From an optimization exercise on the open Yosys and OpenROAD flow, aimed at small area and few clock cycles; shortcuts taken in it are not production practice. Function was checked by simulation only, so behaviour that the tests miss may differ from the original. Power figures rest on the tool's default switching activity, not on a simulated workload.

[design/flow/run.sh]
#!/bin/bash
# synth_recipe.tcl (not shown) runs the flow's synth.tcl, then flattens the netlist and writes it again
# the make line also repeats each setting of config.mk as NAME=value (left out here)
make -C /OpenROAD-flow-scripts/flow DESIGN_CONFIG=/design/flow/config.mk WORK_HOME=/design/flow/orfs CLKGATE_MAP_FILE= SYNTH_SCRIPT=/design/flow/synth_recipe.tcl finish
[design/flow/config.mk]
export PLATFORM = sky130hd
export DESIGN_NAME = dcache_top
export DESIGN_NICKNAME = dcache_top
export VERILOG_FILES = /design/flow/design.v
export SDC_FILE = /design/flow/constraint.sdc
export NUM_CORES = 4
export LEC_CHECK = 0
export CAP_MARGIN = 20
export CORE_MARGIN = 2
export CORE_UTILIZATION = 40
export SLEW_MARGIN = 20
[design/flow/constraint.sdc]
create_clock -name core_clock -period 11.0 [get_ports {clk}]
set_input_delay 2.2000 -clock core_clock [delete_from_list [all_inputs] [get_ports {clk}]]
set_output_delay 2.2000 -clock core_clock [all_outputs]
set_load 0.01 [all_outputs]
[design/flow/design.v]
`default_nettype none
package dcache_pkg;
	localparam int word_width      = 32;
	localparam int num_ways        = 2;
	localparam int num_sets        = 8;
	localparam int index_width     = 3;
	localparam int tag_width       = 26;
	localparam int words_per_block = 2;
	localparam int num_frames      = 16;
endpackage
`default_nettype wire
`timescale 1ns/1ps
`default_nettype none
module dcache (
	input  logic        clk,
	input  logic        rst_n,
	input  logic        dp_ren,
	input  logic        dp_wen,
	input  logic [31:0] dp_addr,
	input  logic [31:0] dp_store,
	input  logic        halt,
	output logic        dp_hit,
	output logic [31:0] dp_load,
	output logic        flushed,
	output logic        mem_ren,
	output logic        mem_wen,
	output logic [31:0] mem_addr,
	output logic [31:0] mem_store,
	input  logic        mem_dwait,
	input  logic [31:0] mem_load
);
	logic [25:0] tag_q  [16];   
	logic [31:0] data_q [32];   
	logic [15:0] valid_q;       
	logic [31:0] dirty_q;       
	logic [7:0]  lru_q;         
	logic        fill_q;        
	logic        fkill_q;       
	logic [25:0] ftag_q;
	logic [2:0]  fset_q;
	logic        fway_q;
	logic        fword_q;
	logic        req;
	logic [25:0] dtag;
	logic [2:0]  didx;
	logic        dw;
	assign req  = dp_ren | dp_wen;
	assign dtag = dp_addr[31:6];
	assign didx = dp_addr[5:3];
	assign dw   = dp_addr[2];
	logic [4:0]  fl_sel;
	logic        any_dirty;
	always_comb begin
		fl_sel = 5'd0;
		for (int i = 31; i >= 0; i--) begin
			if (dirty_q[i]) fl_sel = 5'(i);
		end
	end
	assign any_dirty = |dirty_q;
	logic [2:0]  set_r;
	logic [25:0] tag0, tag1;
	logic        v0, v1, m0, m1, hit, hw;
	logic        victim;
	logic        dv_c, dv_o, wb_need;
	logic        wword;
	assign set_r = halt ? fl_sel[4:2] : didx;
	assign tag0  = tag_q[{set_r, 1'b0}];
	assign tag1  = tag_q[{set_r, 1'b1}];
	assign v0    = valid_q[{didx, 1'b0}];
	assign v1    = valid_q[{didx, 1'b1}];
	assign m0    = v0 && (tag0 == dtag);
	assign m1    = v1 && (tag1 == dtag);
	assign hit   = m0 | m1;
	assign hw    = m1;
	assign victim  = !v0 ? 1'b0 : (!v1 ? 1'b1 : lru_q[didx]);
	assign dv_c    = dirty_q[{didx, victim, dw}];
	assign dv_o    = dirty_q[{didx, victim, ~dw}];
	assign wb_need = dv_c | dv_o;
	assign wword   = dv_c ? dw : ~dw;
	logic        way_r, word_r;
	logic [31:0] rd0, rd1, rdata;
	assign way_r  = halt ? fl_sel[1] : (hit ? hw : victim);
	assign word_r = halt ? fl_sel[0] : (hit ? dw : wword);
	assign rd0    = data_q[{set_r, 1'b0, word_r}];
	assign rd1    = data_q[{set_r, 1'b1, word_r}];
	assign rdata  = way_r ? rd1 : rd0;
	logic pend, fill_done;
	assign pend      = fill_q && !fkill_q && (fset_q == didx) && (fway_q == hw) && (fword_q == dw);
	assign fill_done = fill_q && !mem_dwait;
	logic        wr_en;      
	logic [4:0]  wr_sel;
	logic        wr_store;   
	logic        alloc;      
	logic        clr_en;     
	logic [4:0]  clr_sel;
	logic        touch;
	logic        touch_way;
	logic        kill;
	always_comb begin
		dp_hit    = 1'b0;
		dp_load   = rdata;
		mem_ren   = 1'b0;
		mem_wen   = 1'b0;
		mem_addr  = {dtag, didx, dw, 2'b00};
		mem_store = rdata;
		wr_en     = 1'b0;
		wr_sel    = {didx, hw, dw};
		wr_store  = 1'b1;
		alloc     = 1'b0;
		clr_en    = 1'b0;
		clr_sel   = {didx, victim, wword};
		touch     = 1'b0;
		touch_way = hw;
		kill      = 1'b0;
		if (fill_q) begin
			mem_ren  = 1'b1;
			mem_addr = {ftag_q, fset_q, fword_q, 2'b00};
			if (!mem_dwait && !fkill_q) begin
				wr_en    = 1'b1;
				wr_sel   = {fset_q, fway_q, fword_q};
				wr_store = 1'b0;
			end
		end else if (halt) begin
			if (any_dirty) begin
				mem_wen  = 1'b1;
				mem_addr = {(fl_sel[1] ? tag1 : tag0), fl_sel[4:2], fl_sel[0], 2'b00};
				clr_en   = !mem_dwait;
				clr_sel  = fl_sel;
			end
		end
		if (req && hit) begin
			if (pend) begin
				if (dp_wen) begin
					dp_hit = 1'b1;
					kill   = 1'b1;
				end else if (fill_done) begin
					dp_hit  = 1'b1;
					dp_load = mem_load;
				end
			end else if (!(dp_wen && fill_done && !fkill_q)) begin
				dp_hit = 1'b1;
			end
			if (dp_hit) begin
				touch = 1'b1;
				if (dp_wen) begin
					wr_en    = 1'b1;
					wr_sel   = {didx, hw, dw};
					wr_store = 1'b1;
				end
			end
		end else if (req && !fill_q) begin
			touch_way = victim;
			if (wb_need) begin
				mem_wen  = 1'b1;
				mem_addr = {(victim ? tag1 : tag0), didx, wword, 2'b00};
				clr_en   = !mem_dwait;
			end else if (dp_ren) begin
				mem_ren = 1'b1;
				if (!mem_dwait) begin
					dp_hit  = 1'b1;
					dp_load = mem_load;
				end
			end else begin
				dp_hit = 1'b1;
			end
			if (dp_hit) begin
				touch    = 1'b1;
				alloc    = 1'b1;
				wr_en    = 1'b1;
				wr_sel   = {didx, victim, dw};
				wr_store = dp_wen;
			end
		end
	end
	assign flushed = halt && !any_dirty && !fill_q;
	logic [31:0] wdata;
	assign wdata = wr_store ? dp_store : mem_load;
	always_ff @(posedge clk) begin
		if (wr_en) begin
			data_q[wr_sel] <= wdata;
		end
		if (alloc) begin
			tag_q[{didx, victim}] <= dtag;
			ftag_q                <= dtag;
			fset_q                <= didx;
			fway_q                <= victim;
			fword_q               <= ~dw;
		end
	end
	always_ff @(posedge clk, negedge rst_n) begin
		if (!rst_n) begin
			valid_q <= '0;
			dirty_q <= '0;
			lru_q   <= '0;
			fill_q  <= 1'b0;
			fkill_q <= 1'b0;
		end else begin
			if (alloc) begin
				valid_q[{didx, victim}] <= 1'b1;
			end
			if (clr_en) begin
				dirty_q[clr_sel] <= 1'b0;
			end
			if (wr_en && wr_store) begin
				dirty_q[wr_sel] <= 1'b1;
			end
			if (touch) begin
				lru_q[didx] <= ~touch_way;
			end
			if (alloc) begin
				fill_q  <= 1'b1;
				fkill_q <= 1'b0;
			end else if (fill_done) begin
				fill_q  <= 1'b0;
			end
			if (kill) begin
				fkill_q <= 1'b1;
			end
		end
	end
endmodule
`default_nettype wire
`timescale 1ns/1ps
`default_nettype none
module dcache_top (
	input  wire        clk,
	input  wire        rst_n,
	input  wire        dp_ren,
	input  wire        dp_wen,
	input  wire [31:0] dp_addr,
	input  wire [31:0] dp_store,
	input  wire        halt,
	output wire        dp_hit,
	output wire [31:0] dp_load,
	output wire        flushed,
	output wire        mem_ren,
	output wire        mem_wen,
	output wire [31:0] mem_addr,
	output wire [31:0] mem_store,
	input  wire        mem_dwait,
	input  wire [31:0] mem_load
);
	dcache i_dcache (
		.clk       (clk),
		.rst_n     (rst_n),
		.dp_ren    (dp_ren),
		.dp_wen    (dp_wen),
		.dp_addr   (dp_addr),
		.dp_store  (dp_store),
		.halt      (halt),
		.dp_hit    (dp_hit),
		.dp_load   (dp_load),
		.flushed   (flushed),
		.mem_ren   (mem_ren),
		.mem_wen   (mem_wen),
		.mem_addr  (mem_addr),
		.mem_store (mem_store),
		.mem_dwait (mem_dwait),
		.mem_load  (mem_load)
	);
endmodule
`default_nettype wire
==> results.txt <==
-- final cells by class --
type	count	share of cell area
repair buffers	886	0.0869
clock inverters	99	0.0101
clock buffers	208	0.0463
flip-flops and latches	1529	0.483
well taps	2640	0.0350
inverters	259	0.0104
diodes	8	0.000212
multi-input cells	4580	0.328
-- registers in the layout (all words and copies together), names as in the netlist, 3 cells and up --
register          flops
i_dcache.data_q    1024
i_dcache.tag_q      416
i_dcache.dirty_q     32
i_dcache.ftag_q      26
i_dcache.valid_q     16
i_dcache.lru_q        8
i_dcache.fset_q       3
-- logic make-up after synthesis --
family / count (synthesis)
AO/OA/AOI/OAI: 2396
multiplexers: 714
AND/OR/NAND/NOR: 1371
buffers and inverters: 804
other: 1
adder cells (fa/ha/maj): 16
XOR/XNOR: 81
flip-flops: 1529
-- cells in the mapped netlist, types with 39 or more instances --
cell | instances | area share
nor2_1 | 228 | 0.011
o22ai_1 | 79 | 0.0062
dfrtp_1 | 58 | 0.018
buf_1 | 61 | 0.0029
a211oi_1 | 276 | 0.026
nand2b_1 | 45 | 0.0036
buf_2 | 66 | 0.0042
o31ai_1 | 110 | 0.010
edfxtp_1 | 1471 | 0.56
and3_1 | 87 | 0.0069
a22oi_1 | 39 | 0.0037
a21oi_1 | 550 | 0.035
clkbuf_1 | 364 | 0.017
o21ai_0 | 601 | 0.038
mux2_2 | 63 | 0.0090
xnor2_1 | 67 | 0.0074
mux2i_1 | 639 | 0.081
o211ai_1 | 150 | 0.014
a2111oi_0 | 65 | 0.0072
nand2_1 | 555 | 0.026
nor3_1 | 146 | 0.0092
inv_1 | 255 | 0.012
nand3_1 | 116 | 0.0073
a221oi_1 | 74 | 0.0082
nor4_1 | 73 | 0.0058
a31oi_1 | 140 | 0.011
-- worst max-delay path by stage --
stage,to,slack [ps],cells past startpoint
6_report,dp_load[11],170,22
5_1_grt,dp_load[3],50,22
4_1_cts,dp_load[11],8,25
3_5_place_dp,dp_load[4],-570,23
3_3_place_gp,mem_store[22],-510,22
2_1_floorplan,dp_load[13],2110,21
-- critical path, delay by kind of cell --
kind	cells	cell delay (ps)
buffers and inverters	7	2310
AO/OA/AOI/OAI	7	1670
XOR/XNOR	1	160
AND/OR/NAND/NOR	6	1810
multiplexers	1	400
-- metal layers --
layer | routed length, microns | GRT usage | vias up
li1 | - | - | 28100
met1 | 112000 | 0.360 | 31800
met2 | 125000 | 0.413 | 3707
met3 | 29300 | 0.0547 | 631
met4 | 11700 | 0.112 | 2
met5 | 13 | 0 | -
-- stage by stage --
stage	worst slack (ps)	std cells
6_report	165	10200
5_1_grt	48.2	10200
3_5_place_dp	-572	9888
2_1_floorplan	2110	6913
4_1_cts	8.09	10200
3_3_place_gp	-509	9888
-- power by group --
group,internal (uW),total (uW),switching (uW)
registers,6880,7080,203
clock network,3130,5550,2430
logic,5510,13800,8330
total,15500,26500,11000
-- repair_timing --
item	in CTS	in global routing
endpoints found under the hold margin	0	0
pin swaps	2	4
setup endpoints to repair	64	64
buffers inserted	4	2
gates resized for setup	28	43
==> impl_table.tex <==
\begin{tabular}{lr}
\hline
Metric & Value \\
\hline
\multicolumn{2}{l}{\textbf{Critical path}} \\
\quad Crit path launch & dp\_addr[3] \\
\quad Path type of the worst setup path & input port to output port \\
\quad CP Capture Type & output port \\
\quad Worst reg-to-reg setup slack & 2990 ps \\
\quad Data required time of the worst path & between 8000 and 9000 ps \\
\quad Sort of element at the start of the critical path & input port \\
\quad Signal arrival time at the worst endpoint & about 8600 ps \\
\quad Slowest cell delay on critical path & 630 ps \\
\quad Worst r2r src & i\_dcache.dirty\_q[11] \\
\quad Ordered cell list for the critical path & clkdlybuf4s50\_1 > nor2\_1 > a21o\_1 > nor2\_8 > buf\_12 > mux2i\_1 > xor2\_1 > a221oi\_2 > and3\_1 > nand4\_1 > or4\_4 > a31o\_4 > buf\_6 > buf\_4 > a31oi\_1 > o32ai\_1 > nor4\_1 > buf\_4 > o21ai\_1 > buf\_4 > o31ai\_1 > clkdlybuf4s50\_1 \\
\quad FF-to-FF path depth & 21 \\
\quad Crit-path slowest cell & clkdlybuf4s50\_1 \\
\quad Worst-path maximum fanout & 35 \\
\quad Library cell appearing most often on the critical path & buf\_4 \\
\quad Worst R2R End & i\_dcache.data\_q[3][12] \\
\multicolumn{2}{l}{\textbf{Synthesis}} \\
\quad Synthesized area & 79100 sq um \\
\quad Share of synthesized cell area in full adder, half adder and majority cells & 0.00253 \\
\quad Seq cells post-synth & 1529 \\
\quad Sequential area share after synthesis & 0.577 \\
\quad Share of synthesized flip-flops with an asynchronous set or reset & 0.0379 \\
\quad EDFF count, synth & approximately 1500 \\
\quad Count of warnings emitted by yosys & 1 \\
\quad Main flop type after synthesis & edfxtp\_1 \\
\quad Multiplexer share of the synthesized area & 0.0926 \\
\quad Main combinational cell family by area after synthesis & compound AO/OA/AOI/OAI gates \\
\quad Post-synthesis compound-gate area fraction & 0.195 \\
\quad Cells after synthesis & 6912 \\
\quad XOR/XNOR share of the synthesized area & 0.00897 \\
\quad Synthesized-area fraction occupied by and/or/nand/nor cells & 0.0816 \\
\quad Distinct cells, synth & 98 \\
\quad Post-Syn Area per Cell & 11.4 sq um \\
\multicolumn{2}{l}{\textbf{Clock tree}} \\
\quad Number of buffers inserted by hold repair at cts & 0 \\
\quad CTS max path bufs & 3 \\
\quad Number of CTS-inserted buffers & 166 \\
\quad H-tree lvl count & 4 \\
\quad CTS tree & built \\
\quad CTS root buffer & clkbuf\_16 \\
\quad Clock input transition at the sequential cells of the worst setup and hold paths & 60 ps \\
\quad Clk sinks & 1529 \\
\quad Source-to-sink clock delay at the later pin of the worst-skew pair & 840 ps \\
\multicolumn{2}{l}{\textbf{Worst hold path}} \\
\quad Type of the most critical hold path & flop to flop \\
\quad Worst min-delay path endpoint & i\_dcache.valid\_q[9] \\
\quad WHS Path Cells & 1 \\
\quad HP Start & i\_dcache.valid\_q[9] \\
\multicolumn{2}{l}{\textbf{Detailed routing}} \\
\quad Detailed-route DRC error count & 0 \\
\quad WL/cell & 27.2 microns \\
\quad Post-route ant nets & 0 \\
\quad First-pass detailed-route iteration total & 6 \\
\quad Via density per instance & between 6 and 7 \\
\quad DRC violation total after the first TritonRoute iteration & 7660 \\
\quad Wire length reported by the detailed router & 278000 microns \\
\quad Via count & between 60000 and 70000 \\
\multicolumn{2}{l}{\textbf{STA}} \\
\quad Transition at the pin with the smallest max-transition slack & between 1000 and 1500 ps \\
\quad Final critical-path required period & 10830 ps \\
\quad Worst hold slack after final layout & $\sim$460 ps \\
\quad Setup violators final & 0 \\
\quad Worst slew margin relative to its limit & 0.269 \\
\quad Final total negative setup slack & 0 ps \\
\quad Final clock period utilization by the worst path & 0.985 \\
\quad Final Hold Vio Count & 0 \\
\quad Highest attainable clock frequency & around 92 MHz \\
\quad Skew final & $\sim$40 ps \\
\quad Setup repair after global routing missed its margin & false \\
\quad Total count of max-transition violations in the final report & 0 \\
\multicolumn{2}{l}{\textbf{GRT}} \\
\quad Wire length of the first global-routing pass & $\sim$400000 microns \\
\quad Via count of the first global-routing pass & 61600 \\
\quad Gr usage total & 0.265 \\
\quad Leftover overflow at the end of global routing & 0 \\
\quad Maximum number of pins on one net before global-route repair & 188 \\
\quad Number of antenna violations at the first check in global routing & 11 \\
\multicolumn{2}{l}{\textbf{Floorplan}} \\
\quad Starting density of the core & 0.402 \\
\quad Number of core rows & 163 \\
\quad \# IOs & 202 \\
\quad Area inside the core boundary & 197000 sq um \\
\quad Die ar. & 201000 sq um \\
\quad Die height & 449 microns \\
\quad Die Wd & around 450 microns \\
\multicolumn{2}{l}{\textbf{Run}} \\
\quad Max-cap violations & 0 \\
\multicolumn{2}{l}{\textbf{Finish}} \\
\quad Share of cells above drive strength 1 & 0.157 \\
\quad Total area of multi-input combinational cells & 31000 sq um \\
\quad Final \#Nets & 7540 \\
\quad Layout overhead on the synthesized area & 19.3\% \\
\quad Combined flip-flop and latch cell area & 45600 sq um \\
\quad Fill cells & 17400 \\
\quad Final std cell area, no fill & approximately 94000 sq um \\
\quad Layout Utilization & 0.479 \\
\quad Commonest cells after routing, fill and taps aside & edfxtp\_1, mux2i\_1, o21ai\_0 \\
\quad Leading cell type in the layout, fill and taps excluded & edfxtp\_1 \\
\multicolumn{2}{l}{\textbf{Power}} \\
\quad PD cells & 280 nW/um\^{}2 \\
\quad Static Leakage & around 0.033 uW \\
\quad Pwr Total & 26500 uW \\
\quad VDD IR-drop max & 462 uV \\
\multicolumn{2}{l}{\textbf{Placed design}} \\
\quad Final GP Congestion & 0.906 \\
\quad Number of buffers added on ports & slightly below 200 \\
\quad DP Area & between 80000 and 90000 sq um \\
\quad DPL Wire Length & 169000 microns \\
\multicolumn{2}{l}{\textbf{Outcome}} \\
\quad Run status & complete, no violations \\
\hline
\end{tabular}
Testbench counts, summed over its fixed seeds: cycles 45,139.

==> port drivers added, routing unchanged <==
The flow's constraints put no driver on any port. The routed layout listed below was extracted and timed again, unchanged, in two steps.
Step 1, drivers: a clkbuf_16 drives clk and a buf_2 each remaining input, both assumed.
Step 2 also shifts input and output timing later by t, the mid clock arrival at the registers, as if the neighbouring blocks saw the same clock.
Slacks: ideal ports / drivers / drivers and shift; pairs: ideal ports / drivers.
t, ns: 0.915
slack for setup (ns): 0.165 / 0.076 / 0.076
worst setup path after step 2: input to output
After both steps setup and hold are still met in this run. For this run, drivers alone change the setup slack by -0.089 ns; drivers and shift together by -0.089 ns.
